This is an optimization exercise on Yosys and OpenROAD, whose aim is small area, a short achievable clock period and few clock cycles per item, not a production implementation. Function was not checked in any run shown here: the RTL went through the layout flow alone. Power figures rest on the tool's default switching activity, not on a simulated workload.

===== design.v =====
package fol_pkg;
  localparam int unsigned KEY_W       = 8;
  localparam int unsigned POS_W       = 3;
  localparam int unsigned HIT_COUNT_W = 16;
  localparam int unsigned ENTRIES     = 8;
endpackage
module fol_ctrl (
  input  logic clk_i,
  input  logic rst_ni,
  input  logic in_valid_i,
  output logic in_ready_o,
  output logic out_valid_o,
  input  logic out_ready_i,
  output logic k_load_o,    
  output logic k_from2_o,   
  output logic k2_load_o,   
  output logic l_load_o,    
  output logic fire_o       
);
  logic k2v_q, kv_q, lv_q, ov_q;
  logic accept, l_free;
  assign in_ready_o = !k2v_q;
  assign accept     = in_valid_i && !k2v_q;
  assign fire_o     = lv_q && (!ov_q || out_ready_i);
  assign l_free     = !lv_q || fire_o;
  assign l_load_o   = l_free;
  assign k_load_o   = !kv_q || l_free;
  assign k_from2_o  = k2v_q;
  assign k2_load_o  = accept && kv_q && !l_free;
  always_ff @(posedge clk_i or negedge rst_ni) begin
    if (!rst_ni) begin
      k2v_q <= 1'b0;
      kv_q  <= 1'b0;
      lv_q  <= 1'b0;
      ov_q  <= 1'b0;
    end else begin
      if (k_load_o) kv_q <= k2v_q || accept;
      if (k_load_o) k2v_q <= 1'b0;
      else if (accept) k2v_q <= 1'b1;
      if (l_free) lv_q <= kv_q;
      if (fire_o) ov_q <= 1'b1;
      else if (out_ready_i) ov_q <= 1'b0;
    end
  end
  assign out_valid_o = ov_q;
endmodule
module fol_datapath (
  input  logic                              clk_i,
  input  logic                              rst_ni,
  input  logic                              k_load_i,
  input  logic                              k_from2_i,
  input  logic                              k2_load_i,
  input  logic                              l_load_i,
  input  logic                              fire_i,
  input  logic [fol_pkg::KEY_W-1:0]         key_i,
  output logic                              hit_o,
  output logic [fol_pkg::POS_W-1:0]         old_position_o,
  output logic [fol_pkg::POS_W-1:0]         new_position_o,
  output logic [fol_pkg::HIT_COUNT_W-1:0]   hit_count_o
);
  localparam int unsigned N  = fol_pkg::ENTRIES;
  localparam int unsigned PW = fol_pkg::POS_W;
  localparam int unsigned CW = fol_pkg::HIT_COUNT_W;
  function automatic logic gt_f(input logic [CW-1:0] a, input logic [CW-1:0] b);
    logic [CW-1:0] g, l;
    g = a & ~b;
    l = ~a & b;
    for (int s = 1; s < CW; s = s * 2)
      for (int i = 0; i + s < CW; i = i + 2 * s) begin
        g[i] = g[i + s] | (!l[i + s] & g[i]);
        l[i] = l[i + s] | (!g[i + s] & l[i]);
      end
    gt_f = g[0];
  endfunction
  function automatic logic [2:0] pc4_f(input logic [3:0] x);
    logic [2:0] r;
    r[2] = &x;
    r[1] = ((x[0] & x[1]) | (x[2] & x[3]) | ((x[0] | x[1]) & (x[2] | x[3]))) & !(&x);
    r[0] = ^x;
    pc4_f = r;
  endfunction
  function automatic logic [PW-1:0] pc8_f(input logic [N-1:0] x);
    pc8_f = pc4_f(x[3:0]) + pc4_f(x[7:4]);
  endfunction
  logic [3:0]    k2_q, k_q;       
  logic [N-1:0]  sel_q;           
  logic [CW:0]   cinc_q;          
  logic [CW-1:0] cnt_q [N];       
  logic [N-1:0]  ahd_q [N];       
  logic [3:0]    key_code, k_d;
  logic [N-1:0]  sel_k;
  logic [CW-1:0] c_k, c_new;
  logic [CW:0]   cinc_d;
  logic [N-1:0]  gt, col;
  logic          hit;
  logic [PW-1:0] p, d;
  assign key_code = {(key_i >= fol_pkg::KEY_W'(1)) && (key_i <= fol_pkg::KEY_W'(N)),
                     PW'(key_i - fol_pkg::KEY_W'(1))};
  assign k_d = k_from2_i ? k2_q : key_code;
  always_ff @(posedge clk_i) begin
    if (k2_load_i) k2_q <= key_code;
    if (k_load_i)  k_q  <= k_d;
  end
  always_comb begin
    c_k = '0;
    for (int j = 0; j < N; j++) begin
      sel_k[j] = k_q[3] && (k_q[2:0] == PW'(j));
      c_k      = c_k | (cnt_q[j] & {CW{sel_k[j]}});
    end
    cinc_d = (fire_i && |(sel_k & sel_q)) ? {1'b0, c_new} + (CW+1)'(1)
                                          : {1'b0, c_k} + (CW+1)'(1);
  end
  always_ff @(posedge clk_i) begin
    if (l_load_i) begin
      sel_q  <= sel_k;
      cinc_q <= cinc_d;
    end
  end
  always_comb begin
    hit   = |sel_q;
    c_new = cinc_q[CW-1:0] | {CW{cinc_q[CW]}};
    for (int j = 0; j < N; j++)
      gt[j] = !cinc_q[CW] && gt_f(cnt_q[j], cinc_q[CW-1:0]);
    col = '0;
    for (int j = 0; j < N; j++)
      for (int m = 0; m < N; m++)
        if (j < m)      col[j] = col[j] | (sel_q[m] & ahd_q[j][m]);
        else if (j > m) col[j] = col[j] | (sel_q[m] & !ahd_q[m][j]);
    p = pc8_f(col);
    d = pc8_f(gt & {N{hit}});
  end
  always_ff @(posedge clk_i or negedge rst_ni) begin
    if (!rst_ni) begin
      for (int j = 0; j < N; j++) begin
        cnt_q[j] <= '0;
        for (int m = j + 1; m < N; m++) ahd_q[j][m] <= 1'b1;
      end
    end else if (fire_i) begin
      for (int j = 0; j < N; j++) begin
        if (sel_q[j]) cnt_q[j] <= c_new;
        for (int m = j + 1; m < N; m++) begin
          if (sel_q[m])      ahd_q[j][m] <= ahd_q[j][m] & gt[j];
          else if (sel_q[j]) ahd_q[j][m] <= ahd_q[j][m] | !gt[m];
        end
      end
    end
  end
  logic                hit_q;
  logic [PW-1:0]       old_q, new_q;
  logic [CW-1:0]       hc_q;
  always_ff @(posedge clk_i) begin
    if (fire_i) begin
      hit_q <= hit;
      old_q <= p;
      new_q <= d;
      hc_q  <= c_new & {CW{hit}};
    end
  end
  assign hit_o          = hit_q;
  assign old_position_o = old_q;
  assign new_position_o = new_q;
  assign hit_count_o    = hc_q;
endmodule
module frequency_ordered_list_top (
  input  logic                              clk_i,
  input  logic                              rst_ni,
  input  logic                              in_valid_i,
  output logic                              in_ready_o,
  input  logic [fol_pkg::KEY_W-1:0]         in_key_i,
  output logic                              out_valid_o,
  input  logic                              out_ready_i,
  output logic                              out_hit_o,
  output logic [fol_pkg::POS_W-1:0]         out_old_position_o,
  output logic [fol_pkg::POS_W-1:0]         out_new_position_o,
  output logic [fol_pkg::HIT_COUNT_W-1:0]   out_hit_count_o
);
  logic k_load, k_from2, k2_load, l_load, fire;
  fol_ctrl u_ctrl (
    .clk_i      (clk_i),
    .rst_ni     (rst_ni),
    .in_valid_i (in_valid_i),
    .in_ready_o (in_ready_o),
    .out_valid_o(out_valid_o),
    .out_ready_i(out_ready_i),
    .k_load_o   (k_load),
    .k_from2_o  (k_from2),
    .k2_load_o  (k2_load),
    .l_load_o   (l_load),
    .fire_o     (fire)
  );
  fol_datapath u_dp (
    .clk_i         (clk_i),
    .rst_ni        (rst_ni),
    .k_load_i      (k_load),
    .k_from2_i     (k_from2),
    .k2_load_i     (k2_load),
    .l_load_i      (l_load),
    .fire_i        (fire),
    .key_i         (in_key_i),
    .hit_o         (out_hit_o),
    .old_position_o(out_old_position_o),
    .new_position_o(out_new_position_o),
    .hit_count_o   (out_hit_count_o)
  );
endmodule

===== run.sh =====
#!/bin/bash
# synth_recipe.tcl (not shown) runs the flow's synth.tcl, then flattens the netlist and writes it again
# the make line also repeats each setting of config.mk as NAME=value (left out here)
make -C /OpenROAD-flow-scripts/flow DESIGN_CONFIG=/design/flow/config.mk WORK_HOME=/design/flow/orfs CLKGATE_MAP_FILE= SYNTH_SCRIPT=/design/flow/synth_recipe.tcl finish

===== config.mk =====
export PLATFORM = sky130hd
export DESIGN_NAME = frequency_ordered_list_top
export DESIGN_NICKNAME = frequency_ordered_list_top
export VERILOG_FILES = /design/flow/design.v
export SDC_FILE = /design/flow/constraint.sdc
export NUM_CORES = 4
export LEC_CHECK = 0
export CAP_MARGIN = 20
export CORE_MARGIN = 2
export CORE_UTILIZATION = 40
export SETUP_SLACK_MARGIN = 2.0
export SLEW_MARGIN = 20

===== constraint.sdc =====
create_clock -name core_clock -period 5.0 [get_ports {clk_i}]
set_input_delay 1.0000 -clock core_clock [delete_from_list [all_inputs] [get_ports {clk_i}]]
set_output_delay 1.0000 -clock core_clock [all_outputs]
set_load 0.01 [all_outputs]

==> results of run 1 <==
[registers in the layout, summed over array words and instances (netlist names)]
name and count:
u_dp.k2_q 4, u_dp.ahd_q 28, u_ctrl.lv_q 1, u_dp.hit_q 1, u_dp.cnt_q 128, u_dp.cinc_q 17, u_ctrl.k2v_q 1, u_dp.new_q 3
u_ctrl.ov_q 1, u_dp.hc_q 16, u_dp.sel_q 8, u_ctrl.kv_q 1, u_dp.old_q 3, u_dp.k_q 4
[kinds of logic (layout without fill, tap and decap cells)]
group / count (synthesis) / in the layout / synth area share, %
compound gates: 493 / 493 / 24.5
flops: 216 / 216 / 44.3
mux: 32 / 32 / 2.84
fa+ha+maj: 46 / 46 / 4.15
buf+inv: 171 / 294 / 5.26
xor+xnor: 24 / 24 / 1.63
simple gates: 462 / 462 / 17.4
[layout make-up]
type / count / share of cell area (%)
Clock buffer: 33 / 4.42
Clock inverter: 11 / 0.899
Inverter: 81 / 2.15
Multi-Input combinational cell: 1057 / 44.6
Sequential cell: 216 / 35.8
Tap cell: 402 / 3.14
Timing Repair Buffer: 169 / 9.08
[synth_stat cells (all sizes together), types with 12 or more instances]
| master | number | share of area, % |
|---|---|---|
| a21oi | 60 | 2.3 |
| a22oi | 31 | 1.8 |
| a2bb2oi | 12 | 0.81 |
| a31oi | 31 | 1.5 |
| buf | 18 | 0.81 |
| clkbuf | 72 | 2.1 |
| dfrtp | 132 | 26 |
| dfstp | 28 | 5.7 |
| edfxtp | 56 | 13 |
| ha | 22 | 2.1 |
| inv | 81 | 2.4 |
| maj3 | 22 | 1.7 |
| mux2i | 25 | 1.9 |
| nand2 | 200 | 5.8 |
| nand2b | 29 | 1.4 |
| nand3 | 25 | 0.97 |
| nand4 | 16 | 0.82 |
| nor2 | 92 | 2.7 |
| nor2b | 28 | 1.4 |
| nor3 | 18 | 0.85 |
| o21a | 12 | 0.70 |
| o21ai | 203 | 7.9 |
| o22ai | 23 | 1.1 |
| xor2 | 16 | 1.1 |
[placed cells by master (no fill, tap or decap), types with 10 or more instances in the layout]
cell type        instances
clkdlybuf4s50_1         34
dfrtp_1                132
edfxtp_1                56
nor3_1                  11
nor2_1                  81
buf_4                  120
xor2_1                  14
nand2b_1                27
mux2i_1                 21
a31oi_1                 25
nand3_1                 23
a2bb2oi_1               11
o22ai_1                 21
o21ai_0                198
dfstp_2                 28
a22oi_1                 30
a21oi_1                 50
a21oi_2                 10
o21a_1                  12
ha_1                    18
nand2_1                191
inv_1                   70
maj3_1                  16
nor2b_1                 28
nand4_1                 15
clkbuf_16               26
[per-stage QoR]
step,util (%),instances,power [uW]
6_report,50.4,1969,9850
5_1_grt,50.4,1969,10500
4_1_cts,47.9,1914,9350
3_5_place_dp,43.1,1820,7100
3_3_place_gp,43.1,1820,7040
2_1_floorplan,-,1444,5740
[worst max path at each step]
stage | from | to | cells past startpoint
2_1_floorplan | u_dp.cnt_q[2][7] | u_dp.new_q[1] | 14
3_3_place_gp | out_ready_i | u_dp.cinc_q[12] | 14
3_5_place_dp | out_ready_i | u_dp.cinc_q[12] | 14
4_1_cts | u_dp.cinc_q[7] | u_dp.new_q[1] | 14
5_1_grt | u_dp.cinc_q[12] | u_dp.new_q[1] | 14
6_report | u_dp.cinc_q[0] | u_dp.new_q[1] | 15
[layer usage]
metal  global-route usage (%)  vias up  wire length [um]
li1                         -     5463                 -
met1                     36.9     5832             19400
met2                     41.0      586             20300
met3                     4.75      116              3900
met4                     9.89        0              1680
met5                        0        -                 0
[power by group]
part           switching (uW)  internal, uW
logic                    2550          1910
clock network             760          1150
registers                 842          2640
[timing repair]
item	4_1_cts	5_1_grt
endpoints found under the setup margin	69	30
resized for setup	64	75
pin swaps	32	35
buffers inserted	50	54
==> results.cfg, run 1 <==
[critical_path]
path_cells = buf_4 -> nor3b_4 -> a2bb2oi_2 -> o211ai_1 -> o22ai_2 -> a31oi_4 -> maj3_2 -> o21ai_2 -> nand2_2 -> ha_4 -> xor2_4 -> ha_4 -> inv_2 -> fa_2 -> inv_1
r2r_slack_ns = 1.28
start_kind = flop
path_class = reg2reg
critPathMostFrequentCell = ha_4
critical_path_required_ns = 5.28
cp_num_buf_inv = 3
end_kind = flop
crit_fanout = 6
critPathSlowestCell = fa_2
crit_family = adder cells
cpPeakStageDelay_ns = 0.50
crit_arrival_ns = 4.00
regToRegEndpoint = u_dp.new_q[1]
timing.rr.start = u_dp.cinc_q[0]
r2r_cells = 15

[detailed_routing]
viasPerCell = 6.09
post_drt_wl_per_cell_um = 23.0
num_vias = 12000
route.detailed.drc = 0
drt_iter0_drc = 1238
final_antenna_net_count = 0
routed_wl_mm = 45.3
drt-pass1-iter-count = 6

[layout]
drive_gt1_share_pct = 21.1
layout.area.seq_sq_um = 5720
design_area_sq_um = 16000
final_nets = 1586
multi_input_area_sq_um = 7130
n_antenna_cell = 0
fill_cells = 2951
syn_to_final_growth_pct = 23.9

[placed_design]
dp_hpwl_mm = 30.0
dp_slack_ns = 0.513
placed_cell_area_sq_um = 13700
place.port_buffers = 36
gp_congestion = 0.922

[timing]
whs_ns = 0.357
slew_headroom_pct = 21.4
clock_skew_ns = 0.0140
period_share_pct = 74.4
rsz0062_at_grt = yes
fmax_mhz = 269
worstMarginPinSlew_ns = 1.17
setup_slack_ns = 1.28
hold_viol_final = 0
setup_viol = 0
slew_violations = 0
finalCriticalPeriod_ns = 3.72
fin_tns_setup_ns = 0

[global_route]
antenna_found_initial = 0
grt_pass1_vias = 11300
grt_use_total_pct = 26.4
grt_first_pass_wirelength_mm = 68.6
grt_max_degree = 104
grt_overflow_total = 0

[pwr]
power_leakage_uw = 0.00659
powerDensity_nw_per_um2 = 616
ir_worst_vdd_mv = 0.286

[synthesis]
synthesis.nets = 1480
syn_avg_cell_area_sq_um = 8.95
synthFlopType = dfrtp_1
syn_inst = 1444
ys_ff_latch = 216
yosysSeqAreaShare_pct = 44.3
synth_cell_types = 86
ys_warn_count = 4
synth_edf_count = 56
async_flop_share_pct = 74.1
netlist_area_sq_um = 12900

[worst_hold_path]
hold_path_class = in2async

[floorplanning]
io_pins = 37
initial_core_util_pct = 40.7
die_w_um = 184
die_h_um = 184
core.rowCount = 65
core_sq_um = 31700
die_area_sq_um = 33700

[clock_network]
cts.sinks = 216
cts_tree = yes
h-tree-depth = 1
cts_made_buffers = 25
clk_pin_slew_ns = 0.06
clockBufferDepth = 3
cts.root.buffer_cell = clkbuf_16
ctsHoldBuffers = 0
clk_latency_ns = 0.53

[outcome]
status = complete, no violations

[job]
cap_violations = 0
==> run 2, diff against run 1 <==
--- a/config.mk
+++ b/config.mk
@@ -10,3 +10,3 @@
 export CORE_UTILIZATION = 40
-export SETUP_SLACK_MARGIN = 2.0
+export SETUP_SLACK_MARGIN = 2.7
 export SLEW_MARGIN = 20
==> run 2 against run 1 <==
Against the previous run:
- die area unchanged
- sequential share of layout area shrank 1.7 points
- global-route usage increased by 1.2 points
- utilization increased by 2.5 points
- register-to-register slack hardly changed
- synthesized area is the same
- cell count rose by 2.9%
- critical endpoint unchanged
- non-clock buffer count grew 54
- synthesized cell count unchanged
- still clean
- combinational power up 9.4%
==> results.cfg, run 2 <==
[detailed_routing]
viasPerCell = 6.10
routed_wl_mm = 47.0
drt_iter0_drc = 1306
num_vias = 12400
post_drt_wl_per_cell_um = 23.2
route.detailed.drc = 0
final_antenna_net_count = 0
drt-pass1-iter-count = 6

[synthesis]
async_flop_share_pct = 74.1
synthesis.nets = 1480
syn_avg_cell_area_sq_um = 8.95
synthTopCellsByCount = 202 x o21ai_0, 200 x nand2_1, 132 x dfrtp_1
ys_ff_latch = 216
synthFlopType = dfrtp_1
synth_top_area_share_pct = 25.6
yosysMostFrequentCell = o21ai_0
ys_warn_count = 4
synth_cell_types = 86
synthTopCellsByArea = dfrtp_1 26%, edfxtp_1 13%, o21ai_0 7.8%
yosysSeqAreaShare_pct = 44.3
syn_inst = 1444
netlist_area_sq_um = 12900
synth_top_area_cell = dfrtp_1
synth_edf_count = 56

[layout]
largest_reg_flops = 128
final_nets = 1641
drive_gt1_share_pct = 25.5
largest_registers = u_dp.cnt_q x128, u_dp.ahd_q x28, u_dp.cinc_q x17
layout.area.seq_sq_um = 5720
layout_commonest_cell = nand2_1
design_area_sq_um = 16800
fill_cells = 2883
largest-register = u_dp.cnt_q
n_antenna_cell = 0
layout_common_cells = 196 x nand2_1, 191 x o21ai_0, 138 x buf_4
multi_input_area_sq_um = 7290
syn_to_final_growth_pct = 30.1

[timing]
worstMarginPinSlew_ns = 1.19
hold_viol_final = 0
slew_headroom_pct = 20.4
fmax_mhz = 268
setup_viol = 0
whs_ns = 0.432
rsz0062_at_grt = yes
clock_skew_ns = 0.0117
fin_tns_setup_ns = 0
finalCriticalPeriod_ns = 3.73
period_share_pct = 74.6
slew_violations = 0

[pwr]
ir_worst_vdd_mv = 0.328
powerDensity_nw_per_um2 = 612
power_frac_seq_pct = 33.9
pwr-share-comb_pct = 47.5
power.share.clock_pct = 18.6
intPower_uw = 5960
power_leakage_uw = 0.00702
switchingPower_uw = 4320
swShare_pct = 42.0

[placed_design]
place.port_buffers = 36
dp_hpwl_mm = 30.2
gp_congestion = 0.966
placed_cell_area_sq_um = 13800

[critical_path]
regToRegEndpoint = u_dp.new_q[1]
crit_arrival_ns = 4.04
start_kind = flop
path_cells = buf_4 -> clkinvlp_4 -> maj3_1 -> nor2_1 -> o21ai_0 -> a21o_1 -> a21oi_1 -> nand2b_1 -> inv_1 -> ha_1 -> xor2_1 -> ha_2 -> inv_2 -> fa_2 -> inv_1
path_class = reg2reg
timing.rr.start = u_dp.cinc_q[7]
path_depth = 15
crit_family = adder cells
critPathMostFrequentCell = inv_1
r2r_cells = 15
cpPeakStageDelay_ns = 0.51
end_kind = flop
critical_path_required_ns = 5.31
cp_num_buf_inv = 5
crit_fanout = 13
r2r_slack_ns = 1.27
critPathSlowestCell = edfxtp_1

[global_route]
grt_first_pass_wirelength_mm = 71.9
grt_overflow_total = 0
grt_max_degree = 104
antenna_found_initial = 0
grt_pass1_vias = 11800
grt_use_total_pct = 27.6

[clock_network]
cts_made_buffers = 26
cts_tree = yes
clockBufferDepth = 3
clk_pin_slew_ns = 0.06
h-tree-depth = 1
cts.root.buffer_cell = clkbuf_16
clk_latency_ns = 0.55
cts.sinks = 216

[floorplanning]
die_w_um = 184
initial_core_util_pct = 40.7
core.rowCount = 65
core_sq_um = 31700
die_h_um = 184
io_pins = 37
die_area_sq_um = 33700

[outcome]
status = complete, no violations

[worst_hold_path]
hold_path_class = in2async

[job]
cap_violations = 0
-- run 2: cell count changes in the layout (fill, tap and decap cells not counted), moves of 6 or more --
cell,before,now
buf_12,2,8
buf_4,120,138
buf_6,8,35
clkdlybuf4s50_1,34,9
dlygate4sd2_1,1,24
inv_1,70,57
inv_2,2,11
nand2_2,8,2
o21ai_0,198,191
-- run 2: worst max-delay path by stage --
stage	start	endpoint	slack (ns)
2_1_floorplan	u_dp.cnt_q[2][7]	u_dp.new_q[1]	1.55
3_3_place_gp	out_ready_i	u_dp.cinc_q[12]	0.67
3_5_place_dp	out_ready_i	u_dp.cinc_q[15]	0.62
4_1_cts	u_dp.cinc_q[7]	u_dp.new_q[1]	1.24
5_1_grt	u_dp.cinc_q[7]	u_dp.new_q[1]	1.18
6_report	u_dp.cinc_q[7]	u_dp.new_q[1]	1.27
-- run 2: logic make-up (layout without fill, tap and decap cells) --
family | after synthesis | count (layout) | share of synthesized area (%)
fa+ha+maj | 46 | 46 | 4.15
mux | 32 | 32 | 2.84
simple gates | 462 | 462 | 17.4
xor+xnor | 24 | 24 | 1.63
buf+inv | 171 | 352 | 5.26
compound gates | 493 | 493 | 24.5
flops | 216 | 216 | 44.3
-- run 2: timing repair --
action / 4_1_cts / 5_1_grt
setup endpoints to repair: 204 / 100
pin swaps: 48 / 40
cloned: 3 / 0
hold buffers: 0 / 0
buffers inserted: 127 / 30
resized for setup: 167 / 65
-- run 2: power by group through the flow --
| stage | clock network (uW) | registers (uW) | logic, uW |
|---|---|---|---|
| 2_1_floorplan | 0 | 3150 | 2620 |
| 3_3_place_gp | 0 | 3510 | 3560 |
| 3_5_place_dp | 0 | 3520 | 3620 |
| 4_1_cts | 1940 | 3440 | 4570 |
| 5_1_grt | 2020 | 3560 | 5330 |
| 6_report | 1910 | 3490 | 4880 |
-- run 2: metal layers --
metal / track usage (%) / wire length [um] / vias up / part of all wire (%)
met5: 0 / 0 / - / 0
met4: 9.70 / 2010 / 0 / 4.3
met3: 3.53 / 3320 / 132 / 7.1
met2: 43.8 / 21200 / 615 / 45
met1: 38.9 / 20500 / 6014 / 44
li1: - / - / 5596 / -
-- run 2: through the flow --
step           power (uW)  cells  util [%]  setup slack (ns)
2_1_floorplan        5770   1444         -              1.55
3_3_place_gp         7080   1819      43.4             0.667
3_5_place_dp         7140   1819      43.4             0.618
4_1_cts              9960   1997      51.3              1.24
5_1_grt             10900   2027      53.0              1.18
6_report            10300   2027      53.0              1.27
-- run 2: area by class of cell --
type | count | area share (%)
sequential | 216 | 34.1
multi-input combinational | 1057 | 43.4
timing repair buffer | 223 | 12.3
clock inverter | 14 | 0.752
clock buffer | 34 | 4.36
tap | 402 | 2.99
inverter | 81 | 2.10
==> run 3, diff against run 2 <==
--- a/design.v
+++ b/design.v
@@ -74,22 +74,11 @@
   endfunction
-  function automatic logic [2:0] pc4_f(input logic [3:0] x);
-    logic [2:0] r;
-    r[2] = &x;
-    r[1] = ((x[0] & x[1]) | (x[2] & x[3]) | ((x[0] | x[1]) & (x[2] | x[3]))) & !(&x);
-    r[0] = ^x;
-    pc4_f = r;
-  endfunction
-  function automatic logic [PW-1:0] pc8_f(input logic [N-1:0] x);
-    pc8_f = pc4_f(x[3:0]) + pc4_f(x[7:4]);
-  endfunction
   logic [3:0]    k2_q, k_q;       
-  logic [N-1:0]  sel_q;           
+  logic [3:0]    l_q;             
   logic [CW:0]   cinc_q;          
-  logic [CW-1:0] cnt_q [N];       
-  logic [N-1:0]  ahd_q [N];       
+  logic [PW-1:0] skey_q [N];      
+  logic [CW-1:0] scnt_q [N];      
   logic [3:0]    key_code, k_d;
-  logic [N-1:0]  sel_k;
   logic [CW-1:0] c_k, c_new;
   logic [CW:0]   cinc_d;
-  logic [N-1:0]  gt, col;
+  logic [N-1:0]  kmatch, match, le_p, t2, rng, e, q1, at_d;
   logic          hit;
@@ -105,8 +94,9 @@
     c_k = '0;
-    for (int j = 0; j < N; j++) begin
-      sel_k[j] = k_q[3] && (k_q[2:0] == PW'(j));
-      c_k      = c_k | (cnt_q[j] & {CW{sel_k[j]}});
-    end
-    cinc_d = (fire_i && |(sel_k & sel_q)) ? {1'b0, c_new} + (CW+1)'(1)
-                                          : {1'b0, c_k} + (CW+1)'(1);
+    for (int i = 0; i < N; i++) begin
+      kmatch[i] = k_q[3] && (skey_q[i] == k_q[2:0]);
+      c_k       = c_k | (scnt_q[i] & {CW{kmatch[i]}});
+    end
+    cinc_d = (fire_i && l_q[3] && k_q[3] && (l_q[2:0] == k_q[2:0]))
+             ? {1'b0, c_new} + (CW+1)'(1)
+             : {1'b0, c_k} + (CW+1)'(1);
   end
@@ -114,3 +104,3 @@
     if (l_load_i) begin
-      sel_q  <= sel_k;
+      l_q    <= k_q;
       cinc_q <= cinc_d;
@@ -119,13 +109,24 @@
   always_comb begin
-    hit   = |sel_q;
+    hit   = l_q[3];
     c_new = cinc_q[CW-1:0] | {CW{cinc_q[CW]}};
-    for (int j = 0; j < N; j++)
-      gt[j] = !cinc_q[CW] && gt_f(cnt_q[j], cinc_q[CW-1:0]);
-    col = '0;
-    for (int j = 0; j < N; j++)
-      for (int m = 0; m < N; m++)
-        if (j < m)      col[j] = col[j] | (sel_q[m] & ahd_q[j][m]);
-        else if (j > m) col[j] = col[j] | (sel_q[m] & !ahd_q[m][j]);
-    p = pc8_f(col);
-    d = pc8_f(gt & {N{hit}});
+    for (int i = 0; i < N; i++) begin
+      match[i] = hit && (skey_q[i] == l_q[2:0]);
+      t2[i]    = hit && !cinc_q[CW] && gt_f(scnt_q[i], cinc_q[CW-1:0]);
+    end
+    for (int i = 0; i < N; i++) begin
+      le_p[i] = 1'b0;
+      for (int m = i; m < N; m++) le_p[i] = le_p[i] | match[m];
+    end
+    for (int i = 0; i < N; i++) begin
+      rng[i]  = le_p[i] && !t2[i];
+      e[i]    = rng[i] && (scnt_q[i][0] ^ cinc_q[0]);
+      q1[i]   = e[i] && !((i > 0) && e[(i + N - 1) % N]);
+      at_d[i] = rng[i] && ((i == 0) || t2[(i + N - 1) % N]);
+    end
+    p[2] = match[4] | match[5] | match[6] | match[7];
+    p[1] = match[2] | match[3] | match[6] | match[7];
+    p[0] = match[1] | match[3] | match[5] | match[7];
+    d[2] = t2[3];
+    d[1] = (t2[1] & !t2[3]) | t2[5];
+    d[0] = (t2[0] & !t2[1]) | (t2[2] & !t2[3]) | (t2[4] & !t2[5]) | t2[6];
   end
@@ -133,13 +134,11 @@
     if (!rst_ni) begin
-      for (int j = 0; j < N; j++) begin
-        cnt_q[j] <= '0;
-        for (int m = j + 1; m < N; m++) ahd_q[j][m] <= 1'b1;
+      for (int i = 0; i < N; i++) begin
+        skey_q[i] <= PW'(i);
+        scnt_q[i] <= '0;
       end
     end else if (fire_i) begin
-      for (int j = 0; j < N; j++) begin
-        if (sel_q[j]) cnt_q[j] <= c_new;
-        for (int m = j + 1; m < N; m++) begin
-          if (sel_q[m])      ahd_q[j][m] <= ahd_q[j][m] & gt[j];
-          else if (sel_q[j]) ahd_q[j][m] <= ahd_q[j][m] | !gt[m];
-        end
+      for (int i = 0; i < N; i++) begin
+        if (q1[i]) scnt_q[i] <= c_new;
+        if (at_d[i])      skey_q[i] <= l_q[2:0];
+        else if (rng[i])  skey_q[i] <= skey_q[(i + N - 1) % N];
       end
--- a/config.mk
+++ b/config.mk
@@ -10,3 +10,3 @@
 export CORE_UTILIZATION = 40
-export SETUP_SLACK_MARGIN = 2.7
+export SETUP_SLACK_MARGIN = 0.3
 export SLEW_MARGIN = 20
==> run 3 against run 2 <==
Against the previous run:
- still clean
- hold slack better by 0.025 ns
- register-to-register slack worse by 0.21 ns
- design area is 10% lower
- maximum frequency is 5.3% lower
- routed wire length is 4.1% lower
- flip-flop and latch count is 8 lower
- sequential share of layout area is 2.2 points higher
- critical path type unchanged
- critical endpoint is now u_dp.cinc_q[15]
==> results.cfg, run 3 <==
[outcome]
status = complete, no violations

[timing]
setup_slack_ns = 1.06
worstMarginPinSlew_ns = 1.06
period_share_pct = 78.7
clock_skew_ns = 0.0182
finalCriticalPeriod_ns = 3.94
setup_viol = 0
fin_tns_setup_ns = 0
fmax_mhz = 254
hold_viol_final = 0
rsz0062_at_grt = no
slew_headroom_pct = 29.0
slew_violations = 0

[layout]
syn_to_final_growth_pct = 12.2
largest-register = u_dp.scnt_q
layout_commonest_cell = dfrtp_1
layout_common_cells = 144 x dfrtp_1, 104 x nand2_1, 104 x mux2_2
drive_gt1_share_pct = 22.0
largest_registers = u_dp.scnt_q x128, u_dp.skey_q x24, u_dp.cinc_q x17
final_nets = 1352
largest_reg_flops = 128
fill_cells = 3259
design_area_sq_um = 15100
fin_util_pct = 45.3
stdcell_count = 1796

[placed_design]
placed_cell_area_sq_um = 14300
place.port_buffers = 36
gp_congestion = 0.979
dp_slack_ns = 1.01
dp_hpwl_mm = 32.1
place_inst = 1749

[clock_network]
ctsHoldBuffers = 0
post-cts-setup-buffers = 0
clockBufferDepth = 3
cts.sinks = 208
h-tree-depth = 1
cts.root.buffer_cell = clkbuf_16
ctsResizeCount = 0
cts_tree = yes
cts_made_buffers = 25
clk_latency_ns = 0.54
clk_pin_slew_ns = 0.06

[synthesis]
yosys.area_share.adder_pct = 2.08
netlist_area_sq_um = 13500
syn_avg_cell_area_sq_um = 10.4
synth_xor_area_share_pct = 4.35
synthFlopType = dfrtp_1
synth_top_family_by_area = simple AND/OR/NAND/NOR gates
synthesis.nets = 1324
ys_warn_count = 4
syn_inst = 1300
synth_top_area_share_pct = 26.8
synth_cell_types = 100
synth_edf_count = 52
synth-simple-area-share_pct = 17.3
yosysMostFrequentCell = dfrtp_1
muxShareOfSynthArea_pct = 14.5
synth-compound-area-share_pct = 16.0
async_flop_share_pct = 75.0
synthTopCellsByCount = 144 x dfrtp_1, 104 x mux2_2, 104 x nand2_1
synthTopCellsByArea = dfrtp_1 27%, edfxtp_1 12%, mux2_2 8.7%
synth_top_area_cell = dfrtp_1
yosysSeqAreaShare_pct = 40.7
ys_ff_latch = 208

[floorplanning]
die_area_sq_um = 35100
initial_core_util_pct = 40.3
io_pins = 37
die_w_um = 187
die_h_um = 187
core_sq_um = 33400
core.rowCount = 67

[critical_path]
end_kind = flop
path_cells = xor2_1 -> nor4b_2 -> a2111oi_0 -> a31oi_1 -> nand3_1 -> nor3_1 -> nand4_1 -> xor2_1
crit_arrival_ns = 4.21
critical_path_required_ns = 5.27
path_class = reg2reg
crit_fanout = 10
critPathMostFrequentCell = xor2_1
start_kind = flop
cpPeakStageDelay_ns = 0.85
critPathSlowestCell = nor4b_2

[worst_hold_path]
hold_path_class = in2async

[detailed_routing]
post_drt_wl_per_cell_um = 25.1
num_vias = 11000
route.detailed.drc = 0
drt_iter0_drc = 1230
routed_wl_mm = 45.1
drt-pass1-iter-count = 7
viasPerCell = 6.11
final_antenna_net_count = 0

[global_route]
grt_overflow_total = 0
grt_first_pass_wirelength_mm = 68.3
grt_max_degree = 87
antenna_found_initial = 2
grt_use_total_pct = 25.4
grt_pass1_vias = 10500

[pwr]
power_leakage_uw = 0.00595
ir_worst_vdd_mv = 0.301
powerDensity_nw_per_um2 = 677

[job]
cap_violations = 0
-- run 3: layout make-up --
cell class | instances | area [sq um] | area share, %
multi-input cells | 952 | 7310 | 48.4
flip-flops and latches | 208 | 5480 | 36.3
repair buffers | 81 | 724 | 4.80
clock buffers | 31 | 668 | 4.42
well taps | 448 | 561 | 3.71
inverters | 60 | 226 | 1.50
clock inverters | 15 | 134 | 0.886
diodes | 1 | 2.50 | 0.0166
-- run 3: logic make-up after synthesis --
kind of cell    Yosys count
fa+ha+maj                25
compound gates          292
xor+xnor                 66
buf+inv                 140
simple gates            405
mux                     164
flops                   208
-- run 3: report_power, final --
| part | internal [uW] | switching, uW |
|---|---|---|
| sequential | 2520 | 1020 |
| combinational | 2070 | 2830 |
| clock | 1050 | 737 |
| total | 5640 | 4580 |
-- run 3: metal layers --
| layer | GRT usage (%) | wire (um) | vias up |
|---|---|---|---|
| met2 | 39.5 | 20000 | 537 |
| li1 | - | - | 4905 |
| met3 | 4.37 | 3790 | 91 |
| met4 | 8.63 | 1600 | 0 |
| met5 | 0 | 0 | - |
| met1 | 36.0 | 19700 | 5432 |
-- run 3: worst max-delay path: cells and delay by family, from the launching register on --
kind	cells	cell delay, ns
AND/OR/NAND/NOR	4	1.70
flip-flops	1	0.75
XOR/XNOR	2	0.48
AO/OA/AOI/OAI	2	0.75
-- run 3: per-stage QoR --
stage / hold slack [ns] / power (uW)
after floorplan: 0.424 / 6470
after global placement: 0.458 / 8240
after detailed placement: 0.462 / 8290
after CTS: 0.475 / 10100
after global routing: 0.486 / 10700
final: 0.457 / 10200
-- run 3: final timing paths --
path / cells after the start / startpoint / slack, ns / endpoint
worst max-delay path: 8 / u_dp.k_q[1] / 1.06 / u_dp.cinc_q[15]
worst min-delay path: 1 / rst_ni / 0.46 / u_dp.scnt_q[0][5]
worst max register to register: 8 / u_dp.k_q[1] / 1.06 / u_dp.cinc_q[15]
worst min register to register: 1 / u_ctrl.kv_q / 0.47 / u_ctrl.lv_q
max in group asynchronous: 2 / rst_ni / 3.60 / u_dp.skey_q[5][2]
min in group core_clock: 1 / u_ctrl.kv_q / 0.47 / u_ctrl.lv_q
==> run 4, diff against run 3 <==
--- a/design.v
+++ b/design.v
@@ -17,3 +17,4 @@
   output logic l_load_o,    
-  output logic fire_o       
+  output logic fire_o,      
+  output logic l_valid_o    
 );
@@ -45,2 +46,3 @@
   assign out_valid_o = ov_q;
+  assign l_valid_o   = lv_q;
 endmodule
@@ -54,2 +56,3 @@
   input  logic                              fire_i,
+  input  logic                              l_valid_i,
   input  logic [fol_pkg::KEY_W-1:0]         key_i,
@@ -98,5 +101,4 @@
     end
-    cinc_d = (fire_i && l_q[3] && k_q[3] && (l_q[2:0] == k_q[2:0]))
-             ? {1'b0, c_new} + (CW+1)'(1)
-             : {1'b0, c_k} + (CW+1)'(1);
+    cinc_d = {1'b0, (l_valid_i && l_q[3] && k_q[3] && (l_q[2:0] == k_q[2:0])) ? c_new : c_k}
+             + (CW+1)'(1);
   end
@@ -175,3 +177,3 @@
 );
-  logic k_load, k_from2, k2_load, l_load, fire;
+  logic k_load, k_from2, k2_load, l_load, fire, l_valid;
   fol_ctrl u_ctrl (
@@ -187,3 +189,4 @@
     .l_load_o   (l_load),
-    .fire_o     (fire)
+    .fire_o     (fire),
+    .l_valid_o  (l_valid)
   );
@@ -197,2 +200,3 @@
     .fire_i        (fire),
+    .l_valid_i     (l_valid),
     .key_i         (in_key_i),
==> run 4 against run 3 <==
Against the previous run:
- still clean on timing, DRC and antenna
- combinational power is 6.3% lower
- critical path depth is 2 higher
- die area is 1.4% lower
==> results.cfg, run 4 <==
[floorplanning]
die_h_um = 186
io_pins = 37
initial_core_util_pct = 40.7
core.rowCount = 66
core_sq_um = 32600
die_w_um = 186
die_area_sq_um = 34600

[clock_network]
cts_made_buffers = 25
ctsResizeCount = 0
clk_latency_ns = 0.55
h-tree-depth = 1
clockBufferDepth = 3
post-cts-setup-buffers = 0
cts_tree = yes
ctsHoldBuffers = 0
cts.root.buffer_cell = clkbuf_16
clk_pin_slew_ns = 0.06
cts.sinks = 208

[synthesis]
synth-simple-area-share_pct = 17.0
yosysMostFrequentCell = dfrtp_1
ys_warn_count = 4
yosysSeqAreaShare_pct = 41.3
synth_cell_types = 92
ys_ff_latch = 208
synth_top_area_share_pct = 27.2
syn_inst = 1296
synth-compound-area-share_pct = 16.7
synthTopCellsByCount = 144 x dfrtp_1, 133 x mux2_2, 115 x nand2_1
netlist_area_sq_um = 13300
synthTopCellsByArea = dfrtp_1 27%, edfxtp_1 12%, mux2_2 11%
synthesis.nets = 1320
synth_top_area_cell = dfrtp_1
synth_edf_count = 52
synth_xor_area_share_pct = 4.59
synthFlopType = dfrtp_1
synth_top_family_by_area = simple AND/OR/NAND/NOR gates
syn_avg_cell_area_sq_um = 10.2
async_flop_share_pct = 75.0
muxShareOfSynthArea_pct = 12.8
yosys.area_share.adder_pct = 3.03

[layout]
fill_cells = 3100
largest_registers = u_dp.scnt_q x128, u_dp.skey_q x24, u_dp.cinc_q x17
syn_to_final_growth_pct = 11.8
largest-register = u_dp.scnt_q
largest_reg_flops = 128
final_nets = 1331
layout_common_cells = 144 x dfrtp_1, 133 x mux2_2, 115 x nand2_1
stdcell_count = 1768
layout_commonest_cell = dfrtp_1
n_antenna_cell = 0
drive_gt1_share_pct = 21.0

[critical_path]
critPathSlowestCell = edfxtp_1
cp-endpoint = u_dp.cinc_q[12]
cp_num_buf_inv = 1
path_class = reg2reg
regToRegEndpoint = u_dp.cinc_q[12]
crit_start = u_dp.k_q[0]
end_kind = flop
path_cells = xor2_1 -> nor4b_4 -> a2111oi_0 -> a41oi_2 -> ha_1 -> inv_1 -> or2_2 -> nor3_1 -> nand4_1 -> xnor2_1
crit_fanout = 10
r2r_cells = 10
path_depth = 10
cpPeakStageDelay_ns = 0.74
crit_arrival_ns = 4.50
r2r_slack_ns = 0.78
crit_family = simple AND/OR/NAND/NOR gates
start_kind = flop
timing.rr.start = u_dp.k_q[0]
critical_path_required_ns = 5.28

[timing]
fmax_mhz = 237
hold_viol_final = 0
fin_tns_setup_ns = 0
setup_viol = 0
clock_skew_ns = 0.0213
period_share_pct = 84.3
rsz0062_at_grt = no
worstMarginPinSlew_ns = 1.17
slew_headroom_pct = 21.8
finalCriticalPeriod_ns = 4.22
slew_violations = 0

[pwr]
intPower_uw = 5360
power_leakage_uw = 0.00569
swShare_pct = 45.8
power.share.clock_pct = 18.0
pwr-share-comb_pct = 46.4
powerDensity_nw_per_um2 = 668
power_frac_seq_pct = 35.5
switchingPower_uw = 4530
ir_worst_vdd_mv = 0.333

[detailed_routing]
drt-pass1-iter-count = 7
viasPerCell = 6.23
drt_iter0_drc = 1315
routed_wl_mm = 46.4
post_drt_wl_per_cell_um = 26.2
num_vias = 11000
route.detailed.drc = 0
final_antenna_net_count = 0

[placed_design]
place.port_buffers = 36
gp_congestion = 0.982
place_inst = 1722
dp_hpwl_mm = 33.1

[global_route]
grt_pass1_vias = 10600
grt_first_pass_wirelength_mm = 69.4
grt_max_degree = 85
grt_overflow_total = 0
grt_use_total_pct = 27.2
antenna_found_initial = 0

[worst_hold_path]
hold_path_class = reg2reg
worst_hold_path.num_cells = 1

[outcome]
status = complete, no violations

[job]
cap_violations = 0
==> run 4: cell count changes after synthesis, sizes merged, moves of 11 or more <==
cell | previous run | this run
a21oi | 33 | 49
inv | 58 | 46
maj3 | 13 | 25
mux2 | 158 | 140
nand2 | 105 | 116
nor2 | 45 | 62
nor3 | 27 | 15
o21ai | 61 | 50
o31ai | 4 | 19
==> run 4: cell type report <==
class | count | area (sq um) | area share [%]
sequential | 208 | 5480 | 37.0
inverter | 46 | 173 | 1.17
clock buffer | 40 | 742 | 5.01
timing repair buffer | 67 | 594 | 4.01
multi-input combinational | 959 | 7220 | 48.7
tap | 442 | 553 | 3.73
clock inverter | 6 | 57.6 | 0.388
==> run 4: worst min-delay path by stage <==
stage                 from          end  slack [ns]
2_1_floorplan  u_dp.l_q[3]   u_dp.hit_q        0.42
3_3_place_gp   u_ctrl.kv_q  u_ctrl.lv_q        0.44
3_5_place_dp   u_ctrl.kv_q  u_ctrl.lv_q        0.45
4_1_cts        u_ctrl.kv_q  u_ctrl.lv_q        0.47
5_1_grt        u_ctrl.kv_q  u_ctrl.lv_q        0.48
6_report       u_ctrl.kv_q  u_ctrl.lv_q        0.47
==> run 4: stage by stage <==
| stage | utilization (%) | worst slack, ns | area, sq um | hold WS [ns] | power [uW] |
|---|---|---|---|---|---|
| 2_1_floorplan | - | 1.99 | 13300 | 0.421 | 6260 |
| 3_3_place_gp | 42.8 | 1.00 | 14000 | 0.442 | 7880 |
| 3_5_place_dp | 42.9 | 0.914 | 14000 | 0.454 | 7980 |
| 4_1_cts | 45.4 | 0.885 | 14800 | 0.467 | 9790 |
| 5_1_grt | 45.4 | 0.597 | 14800 | 0.483 | 10400 |
| 6_report | 45.4 | 0.785 | 14800 | 0.470 | 9900 |
==> run 4: kinds of logic (layout without fill, tap and decap cells) <==
logic type,after synthesis,after routing
and+or+nand+nor,407,407
AOI/OAI and AO/OA,297,297
DFF,208,208
muxes,152,152
buffers and inverters,129,159
xor gates and xnor gates,66,66
adders and majority gates,37,37
==> run 4: power by group through the flow <==
stage,Sequential (uW),Clock [uW],Combinational [uW]
floorplan,3030,0,3230
global placement,3480,0,4410
detailed placement,3490,0,4480
CTS,3470,1820,4500
global route,3590,1890,4900
finish,3520,1780,4590
==> run 4: metal layers <==
metal	part of all wire (%)	track usage, %
met1	43	38.2
met2	45	42.7
met3	7.6	3.91
met4	3.9	9.89
met5	0	0
==> run 5, diff against run 4 <==
--- a/config.mk
+++ b/config.mk
@@ -10,3 +10,3 @@
 export CORE_UTILIZATION = 40
-export SETUP_SLACK_MARGIN = 0.3
+export SETUP_SLACK_MARGIN = 1.5
 export SLEW_MARGIN = 20
==> run 5 against run 4 <==
Against the previous run:
- non-clock buffer count increased by 38
- routed wire length increased by 1.8%
- register-to-register slack gained 0.71 ns
- critical endpoint is now u_dp.scnt_q[6][8]
- utilization increased by 1.9 points
- setup slack gained 0.71 ns
- sequential power is essentially flat
- combinational power is 7.8% higher
- first-iteration DRC count shrank 2.1%
- synthesized area did not move
- flip-flop and latch count stayed put
- largest power group unchanged
==> results.cfg, run 5 <==
[synthesis]
netlist_area_sq_um = 13300
syn_avg_cell_area_sq_um = 10.2
ys_ff_latch = 208
yosysSeqAreaShare_pct = 41.3
synth_top_area_share_pct = 27.2
synthFlopType = dfrtp_1
yosysMostFrequentCell = dfrtp_1
synth_top_area_cell = dfrtp_1
synthTopCellsByCount = 144 x dfrtp_1, 133 x mux2_2, 115 x nand2_1
synth_edf_count = 52
synth_cell_types = 92
synthesis.nets = 1320
syn_inst = 1296
async_flop_share_pct = 75.0
ys_warn_count = 4
synthTopCellsByArea = dfrtp_1 27%, edfxtp_1 12%, mux2_2 11%

[timing]
fmax_mhz = 285
hold_viol_final = 0
setup_slack_ns = 1.50
rsz0062_at_grt = yes
finalCriticalPeriod_ns = 3.50
clock_skew_ns = 0.0211
fin_tns_setup_ns = 0
worstMarginPinSlew_ns = 1.07
slew_violations = 0
slew_headroom_pct = 28.8
period_share_pct = 70.1
setup_viol = 0

[pwr]
ir_worst_vdd_mv = 0.335
power_uw = 10300
power_leakage_uw = 0.00593
powerDensity_nw_per_um2 = 665

[global_route]
grt_first_pass_wirelength_mm = 70.1
grt_max_degree = 85
antenna_found_initial = 0
grt_pass1_vias = 10800
grt_use_total_pct = 27.5
grt_overflow_total = 0

[layout]
design_area_sq_um = 15400
stdcell_count = 1807
layout_common_cells = 144 x dfrtp_1, 133 x mux2_2, 115 x nand2_1
largest-register = u_dp.scnt_q
largest_reg_flops = 128
largest_registers = u_dp.scnt_q x128, u_dp.skey_q x24, u_dp.cinc_q x17
layout_commonest_cell = dfrtp_1
fill_cells = 3053
syn_to_final_growth_pct = 16.4
drive_gt1_share_pct = 25.4
final_nets = 1369

[critical_path]
path_class = reg2reg
start_kind = flop
timing.rr.start = u_dp.cinc_q[3]
cp-endpoint = u_dp.scnt_q[6][8]
crit_start = u_dp.cinc_q[3]
critical_path_required_ns = 5.41
end_kind = flop
crit_arrival_ns = 3.92
regToRegEndpoint = u_dp.scnt_q[6][8]
r2r_cells = 9
r2r_slack_ns = 1.50
crit_fanout = 14

[placed_design]
placed_cell_area_sq_um = 14000
dp_hpwl_mm = 33.1
gp_congestion = 0.982
place_inst = 1722
place.port_buffers = 36
dp_slack_ns = 0.914

[detailed_routing]
post_drt_wl_per_cell_um = 26.1
routed_wl_mm = 47.2
viasPerCell = 6.20
drt-pass1-iter-count = 7
route.detailed.drc = 0
final_antenna_net_count = 0
drt_iter0_drc = 1288
num_vias = 11200

[floorplanning]
core_sq_um = 32600
initial_core_util_pct = 40.7
die_area_sq_um = 34600
core.rowCount = 66
die_h_um = 186
die_w_um = 186
io_pins = 37

[clock_network]
cts_made_buffers = 25
cts.root.buffer_cell = clkbuf_16
h-tree-depth = 1
ctsHoldBuffers = 0
clk_pin_slew_ns = 0.06
cts.sinks = 208
cts_tree = yes
clockBufferDepth = 3
clk_latency_ns = 0.55

[outcome]
status = complete, no violations

[job]
cap_violations = 0

[worst_hold_path]
hold_path_class = reg2reg
run 5: stage by stage:
stage	utilization [%]	hold slack, ns
6_report	47.3	0.470
5_1_grt	47.3	0.483
4_1_cts	46.1	0.467
3_5_place_dp	42.9	0.454
3_3_place_gp	42.8	0.442
2_1_floorplan	-	0.421
run 5: per-layer routing:
layer	GRT usage [%]	share of wire [%]	vias up
met2	43.2	45	562
met1	38.0	43	5594
met3	3.97	7.4	124
li1	-	-	4927
met5	0	0	-
met4	11.4	4.9	0
run 5: worst min path at each step:
| stage | end | slack, ns | depth (start not counted) | from |
|---|---|---|---|---|
| 6_report | u_ctrl.lv_q | 0.47 | 1 | u_ctrl.kv_q |
| 4_1_cts | u_ctrl.lv_q | 0.47 | 1 | u_ctrl.kv_q |
| 5_1_grt | u_ctrl.lv_q | 0.48 | 1 | u_ctrl.kv_q |
| 3_5_place_dp | u_ctrl.lv_q | 0.45 | 1 | u_ctrl.kv_q |
| 3_3_place_gp | u_ctrl.lv_q | 0.44 | 1 | u_ctrl.kv_q |
| 2_1_floorplan | u_dp.hit_q | 0.42 | 0 | u_dp.l_q[3] |
run 5: layout make-up:
class / instances / area, sq um / area share, %
multi-input combinational: 959 / 7500 / 48.6
antenna: 1 / 2.50 / 0.0162
inverter: 46 / 188 / 1.22
clock buffer: 40 / 742 / 4.81
timing repair buffer: 105 / 907 / 5.88
clock inverter: 6 / 57.6 / 0.373
tap: 442 / 553 / 3.58
sequential: 208 / 5480 / 35.5
run 5: cell families (layout without fill, tap and decap cells):
logic type / Yosys count / in the layout / synth area share [%]
simple gates: 407 / 407 / 17.0
compound gates: 297 / 297 / 16.7
flops: 208 / 208 / 41.3
mux: 152 / 152 / 12.8
buf+inv: 129 / 197 / 4.61
xor+xnor: 66 / 66 / 4.59
fa+ha+maj: 37 / 37 / 3.03
other cells: 0 / 1 / 0
run 5: critical path, cell delays in order (launching register included):
cell and delay (ns):
edfxtp_1 0.50, clkinvlp_4 0.34, a22o_1 0.31, a2111oi_2 0.53
o31ai_2 0.25, a31oi_4 0.36, nand3_2 0.19, a211o_1 0.34
buf_4 0.22, mux2_1 0.33
run 5: power breakdown:
| part | switching, uW | internal (uW) |
|---|---|---|
| Clock | 729 | 1060 |
| Combinational | 2950 | 2000 |
| Sequential | 1040 | 2490 |
| Total | 4720 | 5550 |
run 5: timing repair:
action | 4_1_cts | 5_1_grt
endpoints found under the setup margin | 108 | 108
pin swaps | 9 | 8
buffers inserted | 20 | 18
gates resized for setup | 16 | 40
cloned | 0 | 0
==> run 6, diff against run 5 <==
--- a/config.mk
+++ b/config.mk
@@ -10,3 +10,3 @@
 export CORE_UTILIZATION = 40
-export SETUP_SLACK_MARGIN = 1.5
+export SETUP_SLACK_MARGIN = 2.2
 export SLEW_MARGIN = 20
==> run 6 against run 5 <==
Against the previous run:
- flip-flop and latch count stayed put
- die area stayed put
- critical path depth is 3 higher
- routed wire length is 11% higher
- synthesized cell count stayed put
- maximum frequency is 11% higher
- setup slack better by 0.34 ns
- design area is 18% higher
- non-clock buffer count is 138 higher
- utilization is 8.4 points higher
- first-iteration DRC count is 24% higher
- largest power group unchanged
- highest routed layer unchanged
==> results.cfg, run 6 <==
[clock_network]
ctsHoldBuffers = 0
cts_tree = yes
clockBufferDepth = 3
clk_pin_slew_ns = 0.07
cts.sinks = 208
cts.root.buffer_cell = clkbuf_16
cts_made_buffers = 24
clk_latency_ns = 0.55
h-tree-depth = 1

[timing]
clock_skew_ns = 0.0201
whs_ns = 0.469
worstMarginPinSlew_ns = 1.05
hold_viol_final = 0
fmax_mhz = 316
slew_headroom_pct = 30.2
slew_violations = 0
finalCriticalPeriod_ns = 3.16
fin_tns_setup_ns = 0
rsz0062_at_grt = yes
setup_viol = 0
setup_slack_ns = 1.84
period_share_pct = 63.2

[synthesis]
yosysMostFrequentCell = dfrtp_1
synth_top_family_by_area = simple AND/OR/NAND/NOR gates
synth_top_area_cell = dfrtp_1
async_flop_share_pct = 75.0
synthTopCellsByArea = dfrtp_1 27%, edfxtp_1 12%, mux2_2 11%
ys_ff_latch = 208
syn_inst = 1296
synth_edf_count = 52
synthesis.nets = 1320
syn_avg_cell_area_sq_um = 10.2
synth_cell_types = 92
synth-compound-area-share_pct = 16.7
synth_xor_area_share_pct = 4.59
yosys.area_share.adder_pct = 3.03
synth-simple-area-share_pct = 17.0
ys_warn_count = 4
muxShareOfSynthArea_pct = 12.8
synthFlopType = dfrtp_1
netlist_area_sq_um = 13300
synth_top_area_share_pct = 27.2
yosysSeqAreaShare_pct = 41.3
synthTopCellsByCount = 144 x dfrtp_1, 133 x mux2_2, 115 x nand2_1

[placed_design]
placed_cell_area_sq_um = 14200
place.port_buffers = 36
dp_slack_ns = 0.993
gp_congestion = 0.982
dp_hpwl_mm = 33.3

[floorplanning]
core_sq_um = 32600
initial_core_util_pct = 40.7
die_area_sq_um = 34600
die_w_um = 186
io_pins = 37
core.rowCount = 66
die_h_um = 186

[critical_path]
start_kind = flop
crit_fanout = 10
crit_arrival_ns = 3.45
cpPeakStageDelay_ns = 0.44
end_kind = flop
path_class = reg2reg
path_cells = buf_6 -> xor2_1 -> buf_4 -> nor4b_4 -> a222oi_1 -> a41oi_4 -> ha_2 -> inv_2 -> or2_4 -> nor3_4 -> nand4_1 -> xnor2_1
critPathSlowestCell = edfxtp_1
critical_path_required_ns = 5.29

[global_route]
grt_max_degree = 95
grt_overflow_total = 0
antenna_found_initial = 0
grt_first_pass_wirelength_mm = 76.5
grt_use_total_pct = 29.9
grt_pass1_vias = 11800

[detailed_routing]
num_vias = 12500
route.detailed.drc = 0
post_drt_wl_per_cell_um = 26.9
final_antenna_net_count = 0
routed_wl_mm = 52.4
drt_iter0_drc = 1603
drt-pass1-iter-count = 7
viasPerCell = 6.40

[layout]
layout.area.seq_sq_um = 5480
n_antenna_cell = 0
fill_cells = 2698
drive_gt1_share_pct = 40.0
syn_to_final_growth_pct = 37.0
multi_input_area_sq_um = 8650
largest_reg_flops = 128
largest_registers = u_dp.scnt_q x128, u_dp.skey_q x24, u_dp.cinc_q x17
layout_common_cells = 144 x buf_4, 144 x dfrtp_1, 109 x nand2_1
final_nets = 1510
design_area_sq_um = 18200
largest-register = u_dp.scnt_q

[pwr]
powerDensity_nw_per_um2 = 686
ir_worst_vdd_mv = 0.328
power_leakage_uw = 0.00724
power_uw = 12500

[worst_hold_path]
hold_path_class = reg2reg

[outcome]
status = complete, no violations

[job]
cap_violations = 0
## run 6: cell counts after synthesis
No cell type changed its count.
## run 6: repair_timing
action | in CTS | in global routing
setup endpoints to repair | 171 | 163
gates resized for setup | 169 | 194
pin swaps | 64 | 60
buffers inserted | 130 | 29
hold endpoints to repair | 0 | 0
cloned | 7 | 1
## run 6: power breakdown
group          leakage, uW  switching, uW  internal, uW
Combinational      0.00435           3740          3220
Sequential         0.00245           1090          2490
Clock             0.000433            759          1170
Total              0.00724           5580          6880
## run 6: cells by family (layout without fill, tap and decap cells)
kind of cell,count (synthesis),after routing
AOI/OAI and AO/OA,297,297
DFF,208,208
xor gates and xnor gates,66,66
and+or+nand+nor,407,409
buffers and inverters,129,335
adders and majority gates,37,37
muxes,152,152
## run 6: metal layers
layer	vias to the layer above	part of all wire (%)	track usage [%]
met1	6144	39	39.7
met5	-	0	0
met4	0	6.8	16.1
met3	230	9.8	5.71
met2	863	44	46.1
li1	5226	-	-
## run 6: cell type report
type / count / share of cell area (%)
clock buffers: 33 / 4.00
clock inverters: 11 / 0.737
inverters: 46 / 1.14
multi-input cells: 961 / 47.6
flip-flops and latches: 208 / 30.2
well taps: 442 / 3.05
repair buffers: 243 / 13.2
repair inverters: 2 / 0.0827
## run 6: worst max-delay path: cells and delay by family, from the launching register on
family                   cells  cell delay, ns
adder cells (fa/ha/maj)      1            0.22
AND/OR/NAND/NOR              4            1.01
AO/OA/AOI/OAI                2            0.44
XOR/XNOR                     2            0.33
buffers and inverters        3            0.45
flip-flops                   1            0.44
## run 6: final timing paths
kind	start	cells past startpoint	end	slack, ns
max	u_dp.k_q[0]	12	u_dp.cinc_q[12]	1.84
min	u_ctrl.kv_q	1	u_ctrl.lv_q	0.47
max reg2reg	u_dp.k_q[0]	12	u_dp.cinc_q[12]	1.84
min reg2reg	u_ctrl.kv_q	1	u_ctrl.lv_q	0.47
max in group asynchronous	rst_ni	2	u_dp.scnt_q[1][0]	3.35
min in group asynchronous	rst_ni	1	u_dp.scnt_q[6][11]	0.51
## run 6: per-stage QoR
stage,utilization [%],instances
after CTS,52.3,1916
after floorplan,-,1296
final,55.7,1946
after global routing,55.7,1946
after global placement,43.6,1735
after detailed placement,43.6,1735
==> run 7, diff against run 6 <==
--- a/config.mk
+++ b/config.mk
@@ -10,3 +10,3 @@
 export CORE_UTILIZATION = 40
-export SETUP_SLACK_MARGIN = 2.2
+export SETUP_SLACK_MARGIN = 3.0
 export SLEW_MARGIN = 20
==> run 7 against run 6 <==
Against the previous run:
- sequential share of layout area shrank 1.5 points
- still clean
- design area grew 5.3%
- register-to-register slack lost 0.22 ns
==> results.cfg, run 7 <==
[pwr]
power_leakage_uw = 0.00781
powerDensity_nw_per_um2 = 694
ir_worst_vdd_mv = 0.312
power_uw = 13300

[critical_path]
end_kind = flop
critPathMostFrequentCell = buf_12
path_class = reg2reg
timing.rr.start = u_dp.k_q[2]
start_kind = flop
critical_path_required_ns = 5.28
crit_fanout = 8
regToRegEndpoint = u_dp.cinc_q[15]
r2r_cells = 11
cpPeakStageDelay_ns = 0.55
path_cells = buf_12 -> buf_12 -> xor2_4 -> nor4b_4 -> buf_6 -> a222oi_1 -> a41oi_4 -> nand2_2 -> or4_4 -> nor4_4 -> xnor2_1
crit_arrival_ns = 3.66
critPathSlowestCell = or4_4
r2r_slack_ns = 1.62

[synthesis]
synth_top_family_by_area = simple AND/OR/NAND/NOR gates
async_flop_share_pct = 75.0
ys_warn_count = 4
netlist_area_sq_um = 13300
synth_top_area_share_pct = 27.2
synthesis.nets = 1320
synthFlopType = dfrtp_1
yosysMostFrequentCell = dfrtp_1
synthTopCellsByArea = dfrtp_1 27%, edfxtp_1 12%, mux2_2 11%
ys_ff_latch = 208
synth-simple-area-share_pct = 17.0
syn_avg_cell_area_sq_um = 10.2
yosys.area_share.adder_pct = 3.03
muxShareOfSynthArea_pct = 12.8
synth_top_area_cell = dfrtp_1
synthTopCellsByCount = 144 x dfrtp_1, 133 x mux2_2, 115 x nand2_1
synth_xor_area_share_pct = 4.59
yosysSeqAreaShare_pct = 41.3
synth_edf_count = 52
syn_inst = 1296
synth_cell_types = 92
synth-compound-area-share_pct = 16.7

[global_route]
grt_overflow_total = 0
grt_use_total_pct = 32.2
grt_first_pass_wirelength_mm = 81.8
grt_pass1_vias = 12500
grt_max_degree = 71
antenna_found_initial = 0

[detailed_routing]
routed.top_layer = met4
wl_met3_mm = 5.75
final_antenna_net_count = 0
route.detailed.drc = 0
routed_wl_mm = 57.8
num_vias = 12900
drt_iter0_drc = 1829
m1WireLength_mm = 22.3
met2_length_mm = 25.2
viasPerCell = 6.42
post_drt_wl_per_cell_um = 28.8
drt-pass1-iter-count = 6

[layout]
layout_common_cells = 175 x buf_4, 143 x dfrtp_1, 103 x nand2_1
largest-register = u_dp.scnt_q
n_antenna_cell = 0
syn_to_final_growth_pct = 44.3
largest_reg_flops = 128
final_nets = 1563
drive_gt1_share_pct = 47.1
largest_registers = u_dp.scnt_q x128, u_dp.skey_q x24, u_dp.cinc_q x17
layout_commonest_cell = buf_4
stdcell_count = 2002
fin_util_pct = 58.7

[clock_network]
cts_tree = yes
clockBufferDepth = 3
cts_made_buffers = 27
clk_pin_slew_ns = 0.06
cts.root.buffer_cell = clkbuf_16
h-tree-depth = 1
clk_latency_ns = 0.55
cts.sinks = 208

[floorplanning]
io_pins = 37
core.rowCount = 66
die_w_um = 186
die_h_um = 186
die_area_sq_um = 34600
core_sq_um = 32600
initial_core_util_pct = 40.7

[timing]
finalCriticalPeriod_ns = 3.38
setup_viol = 0
fmax_mhz = 296
fin_tns_setup_ns = 0
slew_headroom_pct = 48.3
hold_viol_final = 0
slew_violations = 0
worstMarginPinSlew_ns = 0.775
rsz0062_at_grt = yes
clock_skew_ns = 0.0178
setup_slack_ns = 1.62
period_share_pct = 67.5

[outcome]
status = complete, no violations

[placed_design]
dp_slack_ns = 0.514
gp_congestion = 0.977
place_inst = 1718
dp_hpwl_mm = 33.8
place.port_buffers = 36

[worst_hold_path]
hold_path_class = in2async

[job]
cap_violations = 0
[run 7: cell types whose count changed in the layout (fill, tap and decap cells not counted), moves of 13 or more]
cell | before | now
nor4_1 | 67 | 50
clkdlybuf4s50_1 | 35 | 7
mux2_2 | 55 | 42
buf_2 | 1 | 25
buf_6 | 33 | 49
buf_4 | 144 | 175
mux2_4 | 85 | 98
nor4_2 | 4 | 18
[run 7: how the worst max path moves through the flow]
stage | start | to | slack (ns) | depth (start not counted)
6_report | u_dp.k_q[2] | u_dp.cinc_q[15] | 1.62 | 11
5_1_grt | u_dp.k_q[3] | u_dp.cinc_q[15] | 1.62 | 10
4_1_cts | u_dp.k_q[0] | u_dp.cinc_q[15] | 1.81 | 9
3_5_place_dp | u_dp.cinc_q[11] | u_dp.scnt_q[1][12] | 0.51 | 9
3_3_place_gp | u_dp.cinc_q[11] | u_dp.scnt_q[1][12] | 0.39 | 9
2_1_floorplan | u_dp.k_q[1] | u_dp.cinc_q[12] | 2.15 | 12
[run 7: timing repair]
action,in CTS,in global routing
setup buffers,174,51
endpoints found under the setup margin,226,226
gates cloned,4,5
gates resized for setup,338,80
hold buffers,0,0
pin swaps,95,48
[run 7: layer usage]
| metal | track usage (%) | vias up |
|---|---|---|
| li1 | - | 5330 |
| met1 | 41.6 | 6339 |
| met2 | 50.1 | 887 |
| met3 | 6.53 | 303 |
| met4 | 18.6 | 0 |
| met5 | 0 | - |
[run 7: cells by family after synthesis]
family	count (synthesis)
flops	208
buf+inv	129
xor+xnor	66
mux	152
fa+ha+maj	37
simple gates	407
compound gates	297
[run 7: report_power, final]
part | leakage, uW | internal, uW | switching, uW
sequential | 0.00245 | 2490 | 1110
combinational | 0.00492 | 3560 | 4170
clock | 0.000434 | 1140 | 806
total | 0.00781 | 7190 | 6090
[run 7: layout make-up]
type / count / area (sq um)
inverters: 46 / 211
fillers: 2556 / 13500
repair inverters: 1 / 5.00
repair buffers: 295 / 2820
clock buffers: 37 / 774
well taps: 442 / 553
multi-input cells: 960 / 9180
clock inverters: 13 / 111
flip-flops and latches: 208 / 5480
[run 7: per-stage QoR]
stage	area [sq um]	hold slack, ns
after global routing	19100	0.536
final	19100	0.494
after floorplan	14100	0.421
after global placement	14700	0.446
after CTS	18300	0.482
after detailed placement	14700	0.449
[run 7: worst max-delay path: cells and delay by family, from the launching register on]
family / cells / cell delay (ns)
flip-flops: 1 / 0.41
AND/OR/NAND/NOR: 4 / 1.33
buffers and inverters: 3 / 0.53
XOR/XNOR: 2 / 0.39
AO/OA/AOI/OAI: 2 / 0.42

-- static timing again, ports no longer ideal --
How much do the figures lean on ideal ports? The routed layouts below were timed once more, with nothing changed but the port constraints.
Step 1 (the two cells are an assumption about what drives the block):
set clk [get_ports {clk_i}]
set_driving_cell -lib_cell sky130_fd_sc_hd__clkbuf_16 $clk
set_driving_cell -lib_cell sky130_fd_sc_hd__buf_2 [delete_from_list [all_inputs] $clk]
Step 2 adds t to the input delays and takes it off the output delays; t is the mean of the earliest and latest rising clock arrival at the registers after step 1. Input paths then give back, and output paths get back, about the clock's delay inside the block.
Slacks: no drivers / after step 1 / after step 2; pairs: no drivers / after step 1.
| run | t, ns | slack for setup (ns) | clock arrival spread, ns |
|---|---|---|---|
| run 1 | 0.575 | 1.281 / 1.281 / 1.281 | 0.015 / 0.014 |
| run 2 | 0.594 | 1.271 / 1.271 / 1.216 | 0.011 / 0.012 |
| run 3 | 0.581 | 1.064 / 1.064 / 0.898 | 0.018 / 0.019 |
| run 4 | 0.587 | 0.785 / 0.785 / 0.785 | 0.021 / 0.021 |
| run 5 | 0.583 | 1.496 / 1.496 / 1.454 | 0.021 / 0.021 |
| run 6 | 0.591 | 1.840 / 1.840 / 1.618 | 0.020 / 0.021 |
| run 7 | 0.597 | 1.623 / 1.623 / 1.623 | 0.018 / 0.018 |
After both steps setup and hold are still met in every run listed. For run 6, which loses most, drivers alone change the setup slack by 0.000 ns; drivers and shift together by -0.222 ns.
